This design comes from an exercise in tuning for small area and a short achievable clock period on the open sky130 flow, not from production work. No functional check of the RTL was part of any run shown here. Power figures rest on the tool's default switching activity, not on a simulated workload.

File: config.mk
export PLATFORM = sky130hd
export DESIGN_NAME = mac_array_2x2
export DESIGN_NICKNAME = mac_array_2x2
export VERILOG_FILES = /design/flow/design.v
export SDC_FILE = /design/flow/constraint.sdc
export NUM_CORES = 4
export LEC_CHECK = 0
export CAP_MARGIN = 20
export CORE_MARGIN = 2
export CORE_UTILIZATION = 40
export SETUP_SLACK_MARGIN = 2.0
export SLEW_MARGIN = 20
File: flow/run.sh
#!/bin/bash
# Layout: the standard flow (standard.sh), with the port buffers that
# global placement inserts made plain buf_2 cells instead of the delay buffers
# the resizer picks by default.  make's full output goes to standard.log; each
# ORFS step also keeps its own log under orfs/logs/.
set -euo pipefail
export BUFFER_PORTS_ARGS="-buffer_cell sky130_fd_sc_hd__buf_2"
bash standard.sh > standard.log 2>&1
File: constraint.sdc
create_clock -name core_clock -period 6.5 [get_ports {clk}]
set_input_delay 1.3000 -clock core_clock [delete_from_list [all_inputs] [get_ports {clk}]]
set_output_delay 1.3000 -clock core_clock [all_outputs]
set_load 0.01 [all_outputs]
File: standard.sh
#!/bin/bash
# synth_recipe.tcl (not shown) runs the flow's synth.tcl, then flattens the netlist and writes it again
# the make line also repeats each setting of config.mk as NAME=value (left out here)
make -C /OpenROAD-flow-scripts/flow DESIGN_CONFIG=/design/flow/config.mk WORK_HOME=/design/flow/orfs CLKGATE_MAP_FILE= SYNTH_SCRIPT=/design/flow/synth_recipe.tcl "${@:-finish}"
File: design.v
package mac_pkg;
  localparam int DATA_W = 8;
  localparam int ACC_W  = 32;
  typedef logic signed [DATA_W-1:0] operand_t;
  typedef logic signed [ACC_W-1:0]  acc_t;
  typedef operand_t operand_arr_t [2][2];
  typedef acc_t     acc_arr_t     [2][2];
endpackage
module mac_pe
#(
  parameter int DATA_W = mac_pkg::DATA_W,
  parameter int ACC_W  = mac_pkg::ACC_W
) (
  input  logic                     clk,
  input  logic                     rst_n,
  input  logic                     en,
  input  logic                     clear,
  input  logic signed [DATA_W-1:0] a,
  input  logic signed [DATA_W-1:0] b,
  output logic signed [ACC_W-1:0]  acc
);
  logic [15:0] h_r;
  logic [17:0] r0_r, r1_r;
  wire g1 = r0_r[0] & r1_r[0];
  wire g2 = r0_r[1] & r1_r[1];
  wire g3 = r0_r[2] & r1_r[2];
  wire g4 = r0_r[3] & r1_r[3];
  wire g5 = r0_r[4] & r1_r[4];
  wire g6 = r0_r[5] & r1_r[5];
  wire g7 = r0_r[6] & r1_r[6];
  wire g8 = r0_r[7] & r1_r[7];
  wire g9 = r0_r[8] & r1_r[8];
  wire g10 = r0_r[9] & r1_r[9];
  wire g11 = r0_r[10] & r1_r[10];
  wire g12 = r0_r[11] & r1_r[11];
  wire g13 = r0_r[12] & r1_r[12];
  wire g14 = r0_r[13] & r1_r[13];
  wire g15 = r0_r[14] & r1_r[14];
  wire g16 = r0_r[15] & r1_r[15];
  wire p17 = r0_r[0] ^ r1_r[0];
  wire p18 = r0_r[1] ^ r1_r[1];
  wire p19 = r0_r[2] ^ r1_r[2];
  wire p20 = r0_r[3] ^ r1_r[3];
  wire p21 = r0_r[4] ^ r1_r[4];
  wire p22 = r0_r[5] ^ r1_r[5];
  wire p23 = r0_r[6] ^ r1_r[6];
  wire p24 = r0_r[7] ^ r1_r[7];
  wire p25 = r0_r[8] ^ r1_r[8];
  wire p26 = r0_r[9] ^ r1_r[9];
  wire p27 = r0_r[10] ^ r1_r[10];
  wire p28 = r0_r[11] ^ r1_r[11];
  wire p29 = r0_r[12] ^ r1_r[12];
  wire p30 = r0_r[13] ^ r1_r[13];
  wire p31 = r0_r[14] ^ r1_r[14];
  wire p32 = r0_r[15] ^ r1_r[15];
  wire G33 = g2 | (p18 & g1);
  wire P34 = p18 & p17;
  wire G35 = g3 | (p19 & g2);
  wire P36 = p19 & p18;
  wire G37 = g4 | (p20 & g3);
  wire P38 = p20 & p19;
  wire G39 = g5 | (p21 & g4);
  wire P40 = p21 & p20;
  wire G41 = g6 | (p22 & g5);
  wire P42 = p22 & p21;
  wire G43 = g7 | (p23 & g6);
  wire P44 = p23 & p22;
  wire G45 = g8 | (p24 & g7);
  wire P46 = p24 & p23;
  wire G47 = g9 | (p25 & g8);
  wire P48 = p25 & p24;
  wire G49 = g10 | (p26 & g9);
  wire P50 = p26 & p25;
  wire G51 = g11 | (p27 & g10);
  wire P52 = p27 & p26;
  wire G53 = g12 | (p28 & g11);
  wire P54 = p28 & p27;
  wire G55 = g13 | (p29 & g12);
  wire P56 = p29 & p28;
  wire G57 = g14 | (p30 & g13);
  wire P58 = p30 & p29;
  wire G59 = g15 | (p31 & g14);
  wire P60 = p31 & p30;
  wire G61 = g16 | (p32 & g15);
  wire P62 = p32 & p31;
  wire G63 = G35 | (P36 & g1);
  wire P64 = P36 & p17;
  wire G65 = G37 | (P38 & G33);
  wire P66 = P38 & P34;
  wire G67 = G39 | (P40 & G35);
  wire P68 = P40 & P36;
  wire G69 = G41 | (P42 & G37);
  wire P70 = P42 & P38;
  wire G71 = G43 | (P44 & G39);
  wire P72 = P44 & P40;
  wire G73 = G45 | (P46 & G41);
  wire P74 = P46 & P42;
  wire G75 = G47 | (P48 & G43);
  wire P76 = P48 & P44;
  wire G77 = G49 | (P50 & G45);
  wire P78 = P50 & P46;
  wire G79 = G51 | (P52 & G47);
  wire P80 = P52 & P48;
  wire G81 = G53 | (P54 & G49);
  wire P82 = P54 & P50;
  wire G83 = G55 | (P56 & G51);
  wire P84 = P56 & P52;
  wire G85 = G57 | (P58 & G53);
  wire P86 = P58 & P54;
  wire G87 = G59 | (P60 & G55);
  wire P88 = P60 & P56;
  wire G89 = G61 | (P62 & G57);
  wire P90 = P62 & P58;
  wire G91 = G67 | (P68 & g1);
  wire P92 = P68 & p17;
  wire G93 = G69 | (P70 & G33);
  wire P94 = P70 & P34;
  wire G95 = G71 | (P72 & G63);
  wire P96 = P72 & P64;
  wire G97 = G73 | (P74 & G65);
  wire P98 = P74 & P66;
  wire G99 = G75 | (P76 & G67);
  wire P100 = P76 & P68;
  wire G101 = G77 | (P78 & G69);
  wire P102 = P78 & P70;
  wire G103 = G79 | (P80 & G71);
  wire P104 = P80 & P72;
  wire G105 = G81 | (P82 & G73);
  wire P106 = P82 & P74;
  wire G107 = G83 | (P84 & G75);
  wire P108 = P84 & P76;
  wire G109 = G85 | (P86 & G77);
  wire P110 = P86 & P78;
  wire G111 = G87 | (P88 & G79);
  wire P112 = P88 & P80;
  wire G113 = G89 | (P90 & G81);
  wire P114 = P90 & P82;
  wire G115 = G99 | (P100 & g1);
  wire P116 = P100 & p17;
  wire G117 = G101 | (P102 & G33);
  wire P118 = P102 & P34;
  wire G119 = G103 | (P104 & G63);
  wire P120 = P104 & P64;
  wire G121 = G105 | (P106 & G65);
  wire P122 = P106 & P66;
  wire G123 = G107 | (P108 & G91);
  wire P124 = P108 & P92;
  wire G125 = G109 | (P110 & G93);
  wire P126 = P110 & P94;
  wire G127 = G111 | (P112 & G95);
  wire P128 = P112 & P96;
  wire G129 = G113 | (P114 & G97);
  wire P130 = P114 & P98;
  wire sum131 = p18 ^ g1;
  wire sum132 = p19 ^ G33;
  wire sum133 = p20 ^ G63;
  wire sum134 = p21 ^ G65;
  wire sum135 = p22 ^ G91;
  wire sum136 = p23 ^ G93;
  wire sum137 = p24 ^ G95;
  wire sum138 = p25 ^ G97;
  wire sum139 = p26 ^ G115;
  wire sum140 = p27 ^ G117;
  wire sum141 = p28 ^ G119;
  wire sum142 = p29 ^ G121;
  wire sum143 = p30 ^ G123;
  wire sum144 = p31 ^ G125;
  wire sum145 = p32 ^ G127;
  wire [15:0] lo_v = {sum145, sum144, sum143, sum142, sum141, sum140, sum139, sum138, sum137, sum136, sum135, sum134, sum133, sum132, sum131, p17};
  wire [15:0] h_m1 = h_r - 16'd1;
  wire [15:0] h_p1 = h_r + 16'd1;
  wire [15:0] hi_c0 = r0_r[16] ? h_r : h_m1;
  wire [15:0] hi_c1 = r0_r[16] ? h_p1 : h_r;
  wire [15:0] hi_v = G129 ? hi_c1 : hi_c0;
  wire [31:0] acc_v = {hi_v, lo_v};
  wire [7:0] ag = a & {8{en}};
  wire pp146 = (ag[0] & b[0]);
  wire pp147 = (ag[0] & b[1]);
  wire pp148 = (ag[0] & b[2]);
  wire pp149 = (ag[0] & b[3]);
  wire pp150 = (ag[0] & b[4]);
  wire pp151 = (ag[0] & b[5]);
  wire pp152 = (ag[0] & b[6]);
  wire pp153 = ~(ag[0] & b[7]);
  wire pp154 = (ag[1] & b[0]);
  wire pp155 = (ag[1] & b[1]);
  wire pp156 = (ag[1] & b[2]);
  wire pp157 = (ag[1] & b[3]);
  wire pp158 = (ag[1] & b[4]);
  wire pp159 = (ag[1] & b[5]);
  wire pp160 = (ag[1] & b[6]);
  wire pp161 = ~(ag[1] & b[7]);
  wire pp162 = (ag[2] & b[0]);
  wire pp163 = (ag[2] & b[1]);
  wire pp164 = (ag[2] & b[2]);
  wire pp165 = (ag[2] & b[3]);
  wire pp166 = (ag[2] & b[4]);
  wire pp167 = (ag[2] & b[5]);
  wire pp168 = (ag[2] & b[6]);
  wire pp169 = ~(ag[2] & b[7]);
  wire pp170 = (ag[3] & b[0]);
  wire pp171 = (ag[3] & b[1]);
  wire pp172 = (ag[3] & b[2]);
  wire pp173 = (ag[3] & b[3]);
  wire pp174 = (ag[3] & b[4]);
  wire pp175 = (ag[3] & b[5]);
  wire pp176 = (ag[3] & b[6]);
  wire pp177 = ~(ag[3] & b[7]);
  wire pp178 = (ag[4] & b[0]);
  wire pp179 = (ag[4] & b[1]);
  wire pp180 = (ag[4] & b[2]);
  wire pp181 = (ag[4] & b[3]);
  wire pp182 = (ag[4] & b[4]);
  wire pp183 = (ag[4] & b[5]);
  wire pp184 = (ag[4] & b[6]);
  wire pp185 = ~(ag[4] & b[7]);
  wire pp186 = (ag[5] & b[0]);
  wire pp187 = (ag[5] & b[1]);
  wire pp188 = (ag[5] & b[2]);
  wire pp189 = (ag[5] & b[3]);
  wire pp190 = (ag[5] & b[4]);
  wire pp191 = (ag[5] & b[5]);
  wire pp192 = (ag[5] & b[6]);
  wire pp193 = ~(ag[5] & b[7]);
  wire pp194 = (ag[6] & b[0]);
  wire pp195 = (ag[6] & b[1]);
  wire pp196 = (ag[6] & b[2]);
  wire pp197 = (ag[6] & b[3]);
  wire pp198 = (ag[6] & b[4]);
  wire pp199 = (ag[6] & b[5]);
  wire pp200 = (ag[6] & b[6]);
  wire pp201 = ~(ag[6] & b[7]);
  wire pp202 = ~(ag[7] & b[0]);
  wire pp203 = ~(ag[7] & b[1]);
  wire pp204 = ~(ag[7] & b[2]);
  wire pp205 = ~(ag[7] & b[3]);
  wire pp206 = ~(ag[7] & b[4]);
  wire pp207 = ~(ag[7] & b[5]);
  wire pp208 = ~(ag[7] & b[6]);
  wire pp209 = (ag[7] & b[7]);
  wire s210 = pp151 ^ pp158;
  wire c211 = pp151 & pp158;
  wire s212 = pp152 ^ pp159 ^ pp166;
  wire c213 = (pp152 & pp159) | (pp152 & pp166) | (pp159 & pp166);
  wire s214 = pp173 ^ pp180;
  wire c215 = pp173 & pp180;
  wire s216 = pp153 ^ pp160 ^ pp167;
  wire c217 = (pp153 & pp160) | (pp153 & pp167) | (pp160 & pp167);
  wire s218 = pp174 ^ pp181 ^ pp188;
  wire c219 = (pp174 & pp181) | (pp174 & pp188) | (pp181 & pp188);
  wire s220 = pp195 ^ pp202;
  wire c221 = pp195 & pp202;
  wire s222 = pp161 ^ pp168 ^ pp175;
  wire c223 = (pp161 & pp168) | (pp161 & pp175) | (pp168 & pp175);
  wire s224 = pp182 ^ pp189 ^ pp196;
  wire c225 = (pp182 & pp189) | (pp182 & pp196) | (pp189 & pp196);
  wire s226 = pp203 ^ 1 ^ lo_v[8];
  wire c227 = (pp203 & 1) | (pp203 & lo_v[8]) | (1 & lo_v[8]);
  wire s228 = pp169 ^ pp176 ^ pp183;
  wire c229 = (pp169 & pp176) | (pp169 & pp183) | (pp176 & pp183);
  wire s230 = pp190 ^ pp197 ^ pp204;
  wire c231 = (pp190 & pp197) | (pp190 & pp204) | (pp197 & pp204);
  wire s232 = pp177 ^ pp184 ^ pp191;
  wire c233 = (pp177 & pp184) | (pp177 & pp191) | (pp184 & pp191);
  wire s234 = pp149 ^ pp156;
  wire c235 = pp149 & pp156;
  wire s236 = pp150 ^ pp157 ^ pp164;
  wire c237 = (pp150 & pp157) | (pp150 & pp164) | (pp157 & pp164);
  wire s238 = pp171 ^ pp178;
  wire c239 = pp171 & pp178;
  wire s240 = pp165 ^ pp172 ^ pp179;
  wire c241 = (pp165 & pp172) | (pp165 & pp179) | (pp172 & pp179);
  wire s242 = pp186 ^ s210 ^ lo_v[5];
  wire c243 = (pp186 & s210) | (pp186 & lo_v[5]) | (s210 & lo_v[5]);
  wire s244 = pp187 ^ pp194 ^ c211;
  wire c245 = (pp187 & pp194) | (pp187 & c211) | (pp194 & c211);
  wire s246 = s214 ^ s212 ^ lo_v[6];
  wire c247 = (s214 & s212) | (s214 & lo_v[6]) | (s212 & lo_v[6]);
  wire s248 = c215 ^ s220 ^ c213;
  wire c249 = (c215 & s220) | (c215 & c213) | (s220 & c213);
  wire s250 = s216 ^ s218 ^ lo_v[7];
  wire c251 = (s216 & s218) | (s216 & lo_v[7]) | (s218 & lo_v[7]);
  wire s252 = c221 ^ c217 ^ c219;
  wire c253 = (c221 & c217) | (c221 & c219) | (c217 & c219);
  wire s254 = s222 ^ s224 ^ s226;
  wire c255 = (s222 & s224) | (s222 & s226) | (s224 & s226);
  wire s256 = c223 ^ c225 ^ s228;
  wire c257 = (c223 & c225) | (c223 & s228) | (c225 & s228);
  wire s258 = s230 ^ lo_v[9] ^ c227;
  wire c259 = (s230 & lo_v[9]) | (s230 & c227) | (lo_v[9] & c227);
  wire s260 = pp198 ^ pp205 ^ c229;
  wire c261 = (pp198 & pp205) | (pp198 & c229) | (pp205 & c229);
  wire s262 = c231 ^ s232 ^ lo_v[10];
  wire c263 = (c231 & s232) | (c231 & lo_v[10]) | (s232 & lo_v[10]);
  wire s264 = pp185 ^ pp192 ^ pp199;
  wire c265 = (pp185 & pp192) | (pp185 & pp199) | (pp192 & pp199);
  wire s266 = pp206 ^ c233 ^ lo_v[11];
  wire c267 = (pp206 & c233) | (pp206 & lo_v[11]) | (c233 & lo_v[11]);
  wire s268 = pp193 ^ pp200 ^ pp207;
  wire c269 = (pp193 & pp200) | (pp193 & pp207) | (pp200 & pp207);
  wire s270 = pp148 ^ pp155;
  wire c271 = pp148 & pp155;
  wire s272 = pp163 ^ pp170 ^ s234;
  wire c273 = (pp163 & pp170) | (pp163 & s234) | (pp170 & s234);
  wire s274 = c235 ^ s238 ^ s236;
  wire c275 = (c235 & s238) | (c235 & s236) | (s238 & s236);
  wire s276 = c239 ^ c237 ^ s240;
  wire c277 = (c239 & c237) | (c239 & s240) | (c237 & s240);
  wire s278 = c241 ^ s244 ^ c243;
  wire c279 = (c241 & s244) | (c241 & c243) | (s244 & c243);
  wire s280 = c245 ^ s248 ^ c247;
  wire c281 = (c245 & s248) | (c245 & c247) | (s248 & c247);
  wire s282 = c249 ^ s252 ^ c251;
  wire c283 = (c249 & s252) | (c249 & c251) | (s252 & c251);
  wire s284 = c253 ^ s256 ^ s258;
  wire c285 = (c253 & s256) | (c253 & s258) | (s256 & s258);
  wire s286 = s260 ^ c257 ^ s262;
  wire c287 = (s260 & c257) | (s260 & s262) | (c257 & s262);
  wire s288 = s264 ^ c261 ^ c263;
  wire c289 = (s264 & c261) | (s264 & c263) | (c261 & c263);
  wire s290 = c265 ^ s268 ^ lo_v[12];
  wire c291 = (c265 & s268) | (c265 & lo_v[12]) | (s268 & lo_v[12]);
  wire s292 = pp201 ^ pp208 ^ c269;
  wire c293 = (pp201 & pp208) | (pp201 & c269) | (pp208 & c269);
  wire s294 = pp147 ^ pp154;
  wire c295 = pp147 & pp154;
  wire s296 = pp162 ^ s270 ^ lo_v[2];
  wire c297 = (pp162 & s270) | (pp162 & lo_v[2]) | (s270 & lo_v[2]);
  wire s298 = c271 ^ lo_v[3] ^ s272;
  wire c299 = (c271 & lo_v[3]) | (c271 & s272) | (lo_v[3] & s272);
  wire s300 = c273 ^ lo_v[4] ^ s274;
  wire c301 = (c273 & lo_v[4]) | (c273 & s274) | (lo_v[4] & s274);
  wire s302 = c275 ^ s276 ^ s242;
  wire c303 = (c275 & s276) | (c275 & s242) | (s276 & s242);
  wire s304 = c277 ^ s246 ^ s278;
  wire c305 = (c277 & s246) | (c277 & s278) | (s246 & s278);
  wire s306 = s250 ^ c279 ^ s280;
  wire c307 = (s250 & c279) | (s250 & s280) | (c279 & s280);
  wire s308 = c281 ^ s282 ^ s254;
  wire c309 = (c281 & s282) | (c281 & s254) | (s282 & s254);
  wire s310 = c283 ^ c255 ^ s284;
  wire c311 = (c283 & c255) | (c283 & s284) | (c255 & s284);
  wire s312 = c259 ^ s286 ^ c285;
  wire c313 = (c259 & s286) | (c259 & c285) | (s286 & c285);
  wire s314 = s266 ^ s288 ^ c287;
  wire c315 = (s266 & s288) | (s266 & c287) | (s288 & c287);
  wire s316 = c267 ^ s290 ^ c289;
  wire c317 = (c267 & s290) | (c267 & c289) | (s290 & c289);
  wire s318 = lo_v[13] ^ s292 ^ c291;
  wire c319 = (lo_v[13] & s292) | (lo_v[13] & c291) | (s292 & c291);
  wire s320 = pp209 ^ lo_v[14] ^ c293;
  wire c321 = (pp209 & lo_v[14]) | (pp209 & c293) | (lo_v[14] & c293);
  wire s322 = ~lo_v[15];
  wire [17:0] r0_n = {1'b0, lo_v[15], s322, s320, s318, s316, s314, s312, s310, s308, s306, s304, s302, s300, s298, s296, lo_v[1], pp146};
  wire [17:0] r1_n = {1'b0, 1'b0, c321, c319, c317, c315, c313, c311, c309, c307, c305, c303, c301, c299, c297, c295, s294, lo_v[0]};
  always_ff @(posedge clk) begin
    if (!rst_n || clear) begin
      h_r  <= '0;
      r0_r <= 18'h10000;
      r1_r <= '0;
    end else begin
      h_r  <= hi_v;
      r0_r <= r0_n;
      r1_r <= r1_n;
    end
  end
  assign acc = acc_v;
endmodule
module mac_array_2x2
#(
  parameter int DATA_W = mac_pkg::DATA_W,
  parameter int ACC_W  = mac_pkg::ACC_W
) (
  input  logic                  clk,
  input  logic                  rst_n,
  input  logic                  en,
  input  logic                  clear,
  input  logic [4*DATA_W-1:0]   a,
  input  logic [4*DATA_W-1:0]   b,
  output logic [4*ACC_W-1:0]    acc
);
  for (genvar gi = 0; gi < 2; gi++) begin : g_row
    for (genvar gj = 0; gj < 2; gj++) begin : g_col
      mac_pe #(
        .DATA_W (DATA_W),
        .ACC_W  (ACC_W)
      ) u_pe (
        .clk   (clk),
        .rst_n (rst_n),
        .en    (en),
        .clear (clear),
        .a     (a[(2*gi+gj)*DATA_W +: DATA_W]),
        .b     (b[(2*gi+gj)*DATA_W +: DATA_W]),
        .acc   (acc[(2*gi+gj)*ACC_W +: ACC_W])
      );
    end
  end
endmodule
==> results by group, run 1 <==
Global route
  – Initial antenna violation count: 4
  – Global route overflow: 0
  – GRT Total Usage: 0.194
  – Global-route wire length before repair: between 70000 and 80000 um
  – Number of global-route vias before repair: between 10000 and 15000
  – Largest net degree at the start of global routing: between 100 and 150

Setup path
  – Critical Path RT: approximately 5200 ps
  – WS Path Type: reg -> out
  – Worst Reg-to-Reg Cells: 16
  – CP arrival: 3180 ps
  – Max FO, Critical Path: 6
  – Crit. End Element: primary output
  – Worst Setup Start Kind: flop

Route
  – Residual DRC: 0
  – Avg Vias per Cell: roughly 5.1
  – Final ANT Viol Nets: 0
  – Via Count: approximately 14000
  – Routed WL per cell: 16.3 um
  – DRT Pass-1 Iters: 5
  – Post-Route WL: approximately 45000 um
  – Starting DRT DRC Count: 940

Finish
  – Area delta synth->final: 15.0%
  – Nets: around 2500
  – Layout cells sized above 1: 0.173
  – Post-route cell area: between 20000 and 25000 um^2

Clock tree
  – Clock buffer depth: 2
  – CTS sink cnt: between 150 and 200
  – Clock transition at path regs: 70 ps
  – Clk Latency, worst-skew pair: ~500 ps
  – # hold bufs at CTS: 0
  – CTS Buf Count: 17
  – H-tree Lvls: 4
  – Root Buffer: clkbuf_16
  – CTS tree: built

Yosys
  – Post-synth EDFFs: 0
  – Top post-synthesis cells by area: dfxtp_1 (22%), fa_1 (22%), ha_1 (7.2%)
  – Post-Syn Area: about 18000 um^2
  – Netlist cell types: 63
  – Post-synth net total: around 2400
  – Synth top area share: 0.218
  – Post-synthesis sequential area ratio: 0.218
  – Ys flop type: dfxtp_1
  – Mean post-synth cell area: about 9 um^2
  – Syn. warnings: 1
  – Syn Inst Count: roughly 2000
  – Share of flip-flops with an asynchronous set or reset: 0
  – Area leader, netlist: dfxtp_1
  – Yosys reg bits: 196

Timing
  – Final setup vio count: 0
  – Slew headroom: 0.355
  – Worst Tran Pin Value: 965 ps
  – Fmax: ~220 MHz
  – Hold Fails Final Rpt: 0
  – Slew Limit Fails: 0
  – Final worst slack: around 2000 ps
  – Hold slack: roughly 480 ps
  – Period utilization: 0.689
  – RSZ-0062 raised after global routing: true
  – Clk_skew: between 10 and 15 ps
  – TNS Setup: 0 ps
  – Clock period minus worst slack: roughly 4500 ps

Die
  – Ports: between 150 and 200
  – Die width: 216 um
  – Total core area: 44300 um^2
  – Row cnt: 77
  – Die height: 216 um
  – Die area: 46700 um^2
  – Initial Util: 0.406

Power and ir drop
  – P_leak: roughly 10 nW
  – Peak VDD IR: ~0.00014 V
  – PwrDens: between 200 and 250 nW/um^2
  – Total power: between 4 and 5 mW

Placed design
  – Routability congestion estimate: between 0.8 and 0.9
  – Placement Setup Slack: 1480 ps
  – Hpwl dp: between 30000 and 40000 um
  – Port buffer count: a little under 200
  – Cell Area, Placed: about 19000 um^2

Min path
  – Hold path depth: 2
  – Hold WC Path Type: reg -> reg

Run
  – MaxCap Viol Count: 0

Outcome
  – Outcome: finished clean
## area by class of cell
class / count / area (um^2)
Fill cell: 4262 / 23600
Clock buffer: 19 / 443
Inverter: 287 / 1080
Timing Repair Buffer: 255 / 1580
Sequential cell: 196 / 3930
Tap cell: 592 / 741
Clock inverter: 13 / 146
Antenna cell: 4 / 10.0
Multi-Input combinational cell: 1403 / 12800
## cell usage in the layout, fill, tap and decap left out, types with 13 or more instances in the layout
cell,n
ha_1,100
clkbuf_16,17
buf_2,194
inv_1,285
fa_1,192
xnor2_1,60
nand4_1,21
and3_1,172
nand2b_1,23
nor2_1,55
or3_1,18
xor2_1,44
dfxtp_1,190
mux2i_1,33
buf_4,40
a21o_1,23
nand2_1,97
nand3_1,80
or4_1,16
a21oi_1,44
buf_6,13
nor3_1,34
o21ai_0,36
and2_1,176
## kinds of logic after synthesis
family / Yosys count / synth area share
DFF: 196 / 0.218
adders and majority gates: 302 / 0.292
muxes: 55 / 0.0308
AOI/OAI and AO/OA: 186 / 0.0666
buffers and inverters: 425 / 0.103
and+or+nand+nor: 750 / 0.236
xor gates and xnor gates: 110 / 0.0535
## worst paths after layout
check	from	end	slack (ps)
setup / recovery	g_row[1].g_col[1].u_pe.r0_r[0]	acc[124]	2020
hold / removal	g_row[1].g_col[0].u_pe.h_r[15]	g_row[1].g_col[0].u_pe.h_r[15]	480
setup reg to reg	g_row[0].g_col[0].u_pe.r1_r[0]	g_row[0].g_col[0].u_pe.r0_r[10]	2460
hold reg to reg	g_row[1].g_col[0].u_pe.h_r[15]	g_row[1].g_col[0].u_pe.h_r[15]	480
## metrics by stage
step           utilization  instances
2_1_floorplan            -       2024
3_3_place_gp         0.430       2682
6_report             0.467       2769
3_5_place_dp         0.430       2682
4_1_cts              0.454       2742
5_1_grt              0.467       2767
## sequential cells by signal, summed over array words and instances, names as in the netlist
| name | count |
|---|---|
| g_row.g_col.u_pe.r0_r | 68 |
| g_row.g_col.u_pe.h_r | 64 |
| g_row.g_col.u_pe.r1_r | 64 |
## synthesized netlist by cell type, drive strengths merged, types with 9 or more instances
| master | count |
|---|---|
| or4 | 18 |
| o21ai | 42 |
| fa | 196 |
| or3 | 20 |
| xor2 | 46 |
| ha | 104 |
| o21a | 13 |
| nand2b | 26 |
| a21o | 24 |
| nor3 | 38 |
| and4 | 12 |
| mux2i | 52 |
| xnor2 | 64 |
| a21oi | 48 |
| nor2 | 57 |
| buf | 75 |
| nand3 | 80 |
| nand4 | 21 |
| inv | 287 |
| a211oi | 9 |
| and2 | 176 |
| dfxtp | 196 |
| nor2b | 11 |
| clkbuf | 63 |
| nand2 | 98 |
| and3 | 172 |
## power breakdown
group,switching [mW],internal (mW)
Clock,0.524,0.582
Combinational,1.30,0.947
Sequential,0.0812,1.35
Total,1.90,2.88
## critical path, cell delays in order, from the launching register on
cell	delay, ps
dfxtp_2	340
ha_4	140
inv_2	40
fa_2	360
nand2b_4	160
a21oi_4	200
o21ai_4	110
o41ai_4	400
buf_4	180
buf_8	140
mux2i_2	230
xor2_1	230
buf_2	170
## metal layers
| metal | global-route usage | vias to the layer above | part of all wire |
|---|---|---|---|
| met5 | 0 | - | 0.00053 |
| met4 | 0.0717 | 4 | 0.020 |
| met3 | 0.0362 | 54 | 0.049 |
| met2 | 0.318 | 332 | 0.48 |
| met1 | 0.256 | 6936 | 0.45 |
| li1 | - | 6838 | - |
## timing repair
action | in CTS | in global routing
pin swaps | 13 | 36
cloned | 2 | 0
resized for setup | 40 | 84
setup endpoints to repair | 68 | 79
setup buffers | 26 | 23
hold endpoints to repair | 0 | 0
==> run 2: changes to the inputs <==
--- a/config.mk
+++ b/config.mk
@@ -8,5 +8,5 @@
 export CAP_MARGIN = 20
 export CORE_MARGIN = 2
 export CORE_UTILIZATION = 40
-export SETUP_SLACK_MARGIN = 2.0
+export SETUP_SLACK_MARGIN = 1.5
 export SLEW_MARGIN = 20
==> results by group, run 2 <==
Finish
  – Largest register FFs: 68 (unchanged)
  – Top Registers: g_row.g_col.u_pe.r0_r x68, g_row.g_col.u_pe.h_r x64, g_row.g_col.u_pe.r1_r x64
  – Register with the most flip-flops: g_row.g_col.u_pe.r0_r
  – Area delta synth->final: 9.62%
  – Most frequent cells in the layout: inv_1 (287), fa_1 (196), dfxtp_1 (196)
  – Commonest non-fill, non-tap cell in the layout: inv_1
  – Post-route cell area: 19700 um^2 (-4.7%)
  – Layout cells sized above 1: 0.121 (-0.0516)
  – Nets: 2479 (-1.9%)

Yosys
  – Area leader, netlist: dfxtp_1
  – Netlist cell types: 63 (unchanged)
  – Share of flip-flops with an asynchronous set or reset: 0 (unchanged)
  – Syn. warnings: 1 (unchanged)
  – Top post-synthesis cells by area: dfxtp_1 (22%), fa_1 (22%), ha_1 (7.2%)
  – Post-synth net total: 2392 (unchanged)
  – Synth top area share: 0.218 (unchanged)
  – Post-Syn Area: 18000 um^2 (unchanged)
  – Ys flop type: dfxtp_1
  – Post-synth EDFFs: 0 (unchanged)
  – Mean post-synth cell area: 8.89 um^2 (unchanged)
  – Top-count cell post-synth: inv_1
  – Post-synthesis sequential area ratio: 0.218 (unchanged)
  – Yosys reg bits: 196 (unchanged)
  – Synth cell count leaders: inv_1 (287), dfxtp_1 (196), fa_1 (196)
  – Syn Inst Count: 2024 (unchanged)

Global route
  – Initial antenna violation count: 3 (-1)
  – GRT Total Usage: 0.192 (-0.00229)
  – Met1 GRT Util: 0.247 (-0.00874)
  – Global-route wire length before repair: 71800 um (-1.0%)
  – GR Layer Usage met3: 0.0373 (+0.00112)
  – GR met2 Demand/Resource: 0.316 (-0.00139)
  – Global route overflow: 0 (unchanged)
  – Number of global-route vias before repair: 14000 (-0.050%)
  – Top Usage Layer GRT: met2
  – Largest net degree at the start of global routing: 100 (-22%)

Power and ir drop
  – Sequential share of power: 0.302 (+0.002)
  – P_int: 2.90 mW (+0.59%)
  – Net Sw Frac: 0.388 (-0.00966)
  – Total power: 4.73 mW (-1.0%)
  – P_leak: 10.1 nW (-4.1%)
  – PwrDens: 240 nW/um^2 (+3.9%)
  – Clock power share: 0.246 (+0.015)
  – Power share of the combinational group: 0.452 (-0.017)
  – Psw: 1.84 mW (-3.4%)
  – Peak VDD IR: 0.000147 V (+4.1%)

Setup path
  – WS Path Type: reg -> out
  – Crit. End Element: primary output
  – Max FO, Critical Path: 18 (+12)
  – Critical Path RT: 5200 ps (about the same)
  – CP arrival: 3460 ps (+280 ps)
  – Worst Setup Start Kind: flop
  – Worst Reg-to-Reg Cells: 16 (unchanged)

Placed design
  – Routability congestion estimate: 0.859 (-3.5%)
  – Port buffer count: 195 (unchanged)
  – Cell Area, Placed: 19000 um^2 (about the same)
  – Hpwl dp: 34200 um (+0.33%)

Timing
  – RSZ-0062 raised after global routing: false
  – Clk_skew: 14.6 ps (+1.80 ps)
  – Slew headroom: 0.410 (+0.0545)
  – TNS Setup: 0 ps (unchanged)
  – Slew Limit Fails: 0 (unchanged)
  – Fmax: 210 MHz (-6.0%)
  – Worst Tran Pin Value: 885 ps (-79.8 ps)
  – Clock period minus worst slack: 4760 ps (+287 ps)
  – Hold Fails Final Rpt: 0 (unchanged)
  – Period utilization: 0.733 (+0.0442)
  – Final setup vio count: 0 (unchanged)
  – Hold slack: 490 ps (+6.57 ps)

Die
  – Die area: 46700 um^2 (unchanged)
  – Die height: 216 um (unchanged)
  – Ports: 196 (unchanged)
  – Die width: 216 um (unchanged)
  – Total core area: 44300 um^2 (unchanged)
  – Initial Util: 0.406 (unchanged)
  – Row cnt: 77 (unchanged)

Clock tree
  – CTS Buf Count: 17 (unchanged)
  – CTS sink cnt: 196 (unchanged)
  – H-tree Lvls: 4 (unchanged)
  – Root Buffer: clkbuf_16
  – Clk Latency, worst-skew pair: 490 ps (about the same)
  – Clock buffer depth: 2 (unchanged)
  – # hold bufs at CTS: 0 (unchanged)
  – CTS tree: built
  – Clock transition at path regs: 70 ps (about the same)

Route
  – Post-Route WL: 43500 um (-3.7%)
  – Starting DRT DRC Count: 773 (-18%)
  – DRT Pass-1 Iters: 7 (+2)
  – Via Count: 13800 (-2.5%)
  – Avg Vias per Cell: 5.08 (-0.68%)
  – Final ANT Viol Nets: 0 (unchanged)
  – Routed WL per cell: 16.0 um (-1.9%)
  – Residual DRC: 0 (unchanged)

Min path
  – Hold WC Path Type: reg -> reg
  – Hold path depth: 2 (unchanged)

Run
  – MaxCap Viol Count: 0 (unchanged)

Outcome
  – Outcome: finished clean
[run 2: cell counts after synthesis]
No cell type changed its count.
[run 2: cells by family after synthesis]
| family | count (synthesis) | share of synthesized area |
|---|---|---|
| adder cells (fa/ha/maj) | 302 | 0.292 |
| AND/OR/NAND/NOR | 750 | 0.236 |
| buffers and inverters | 425 | 0.103 |
| flip-flops | 196 | 0.218 |
| multiplexers | 55 | 0.0308 |
| XOR/XNOR | 110 | 0.0535 |
| AO/OA/AOI/OAI | 186 | 0.0666 |
[run 2: worst paths after layout]
check	from	endpoint	slack, ps
max	g_row[1].g_col[1].u_pe.r1_r[0]	acc[127]	1740
min	g_row[1].g_col[0].u_pe.h_r[15]	g_row[1].g_col[0].u_pe.h_r[15]	490
max reg2reg	g_row[0].g_col[0].u_pe.r1_r[0]	g_row[0].g_col[0].u_pe.r0_r[10]	2480
min reg2reg	g_row[1].g_col[0].u_pe.h_r[15]	g_row[1].g_col[0].u_pe.h_r[15]	490
[run 2: repair_timing]
action                                  in CTS  in global routing
pin swaps                                    1                  0
endpoints found under the setup margin      10                 15
cloned                                       0                  0
resized for setup                            1                  6
buffers inserted                             2                  0
[run 2: layout make-up]
type                            instances  area [um^2]
Tap cell                              592          741
Inverter                              287         1080
Antenna cell                            3         7.51
Clock inverter                         10          145
Fill cell                            4494        24600
Timing Repair Buffer                  206         1070
Clock buffer                           22          494
Multi-Input combinational cell       1403        12300
Sequential cell                       196         3920
[run 2: per-stage QoR]
step	cells	util	worst slack [ps]
2_1_floorplan	2024	-	1950
3_3_place_gp	2681	0.429	1610
3_5_place_dp	2682	0.430	1560
4_1_cts	2716	0.444	1560
5_1_grt	2719	0.445	1510
6_report	2719	0.445	1740
[run 2: per-layer routing]
| metal | vias to the layer above | wire length (um) |
|---|---|---|
| li1 | 6739 | - |
| met1 | 6712 | 19900 |
| met2 | 295 | 20500 |
| met3 | 67 | 1960 |
| met4 | 0 | 1080 |
| met5 | - | 0 |
[run 2: worst max-delay path, stage by stage (launching register included)]
cell and delay, ps:
dfxtp_1 320, ha_1 180, inv_1 60, fa_1 390
nand2b_1 180, a21oi_1 230, o21ai_1 230, o41ai_2 400
buf_6 280, nor4_1 90, a41oi_1 280, xnor2_1 170
buf_2 160
[run 2: power groups by stage]
stage / clock network [mW] / registers (mW) / logic (mW)
after floorplan: 0 / 1.43 / 1.68
after global placement: 0 / 1.45 / 2.11
after detailed placement: 0 / 1.46 / 2.17
after CTS: 1.21 / 1.43 / 2.18
after global routing: 1.25 / 1.45 / 2.48
final: 1.17 / 1.43 / 2.14

-- port drivers added, routing unchanged --
How much do the figures lean on ideal ports? The routed layouts below were timed once more, with nothing changed but the port constraints. Step 1 sets driving cells, clkbuf_16 on the clock port and buf_2 on the other inputs (assumed; they add their load-dependent delay and slew). Step 2 moves the port delays by t, midway between the first and last clock arrival at a register: inputs arrive t later, outputs are due t later. That takes back most of the time a late clock gives input paths. a / b / c = ideal ports / drivers / drivers and shift; a / b = the first two.
run | t, ns | setup slack, ns | pins driven straight from the clock port
run 1 | 0.541 | 2.023 / 1.970 / 1.705 | 1
run 2 | 0.536 | 1.736 / 1.683 / 1.520 | 1
After both steps every run listed still meets setup and hold. For run 1, which loses most, drivers alone change the setup slack by -0.053 ns; drivers and shift together by -0.318 ns.
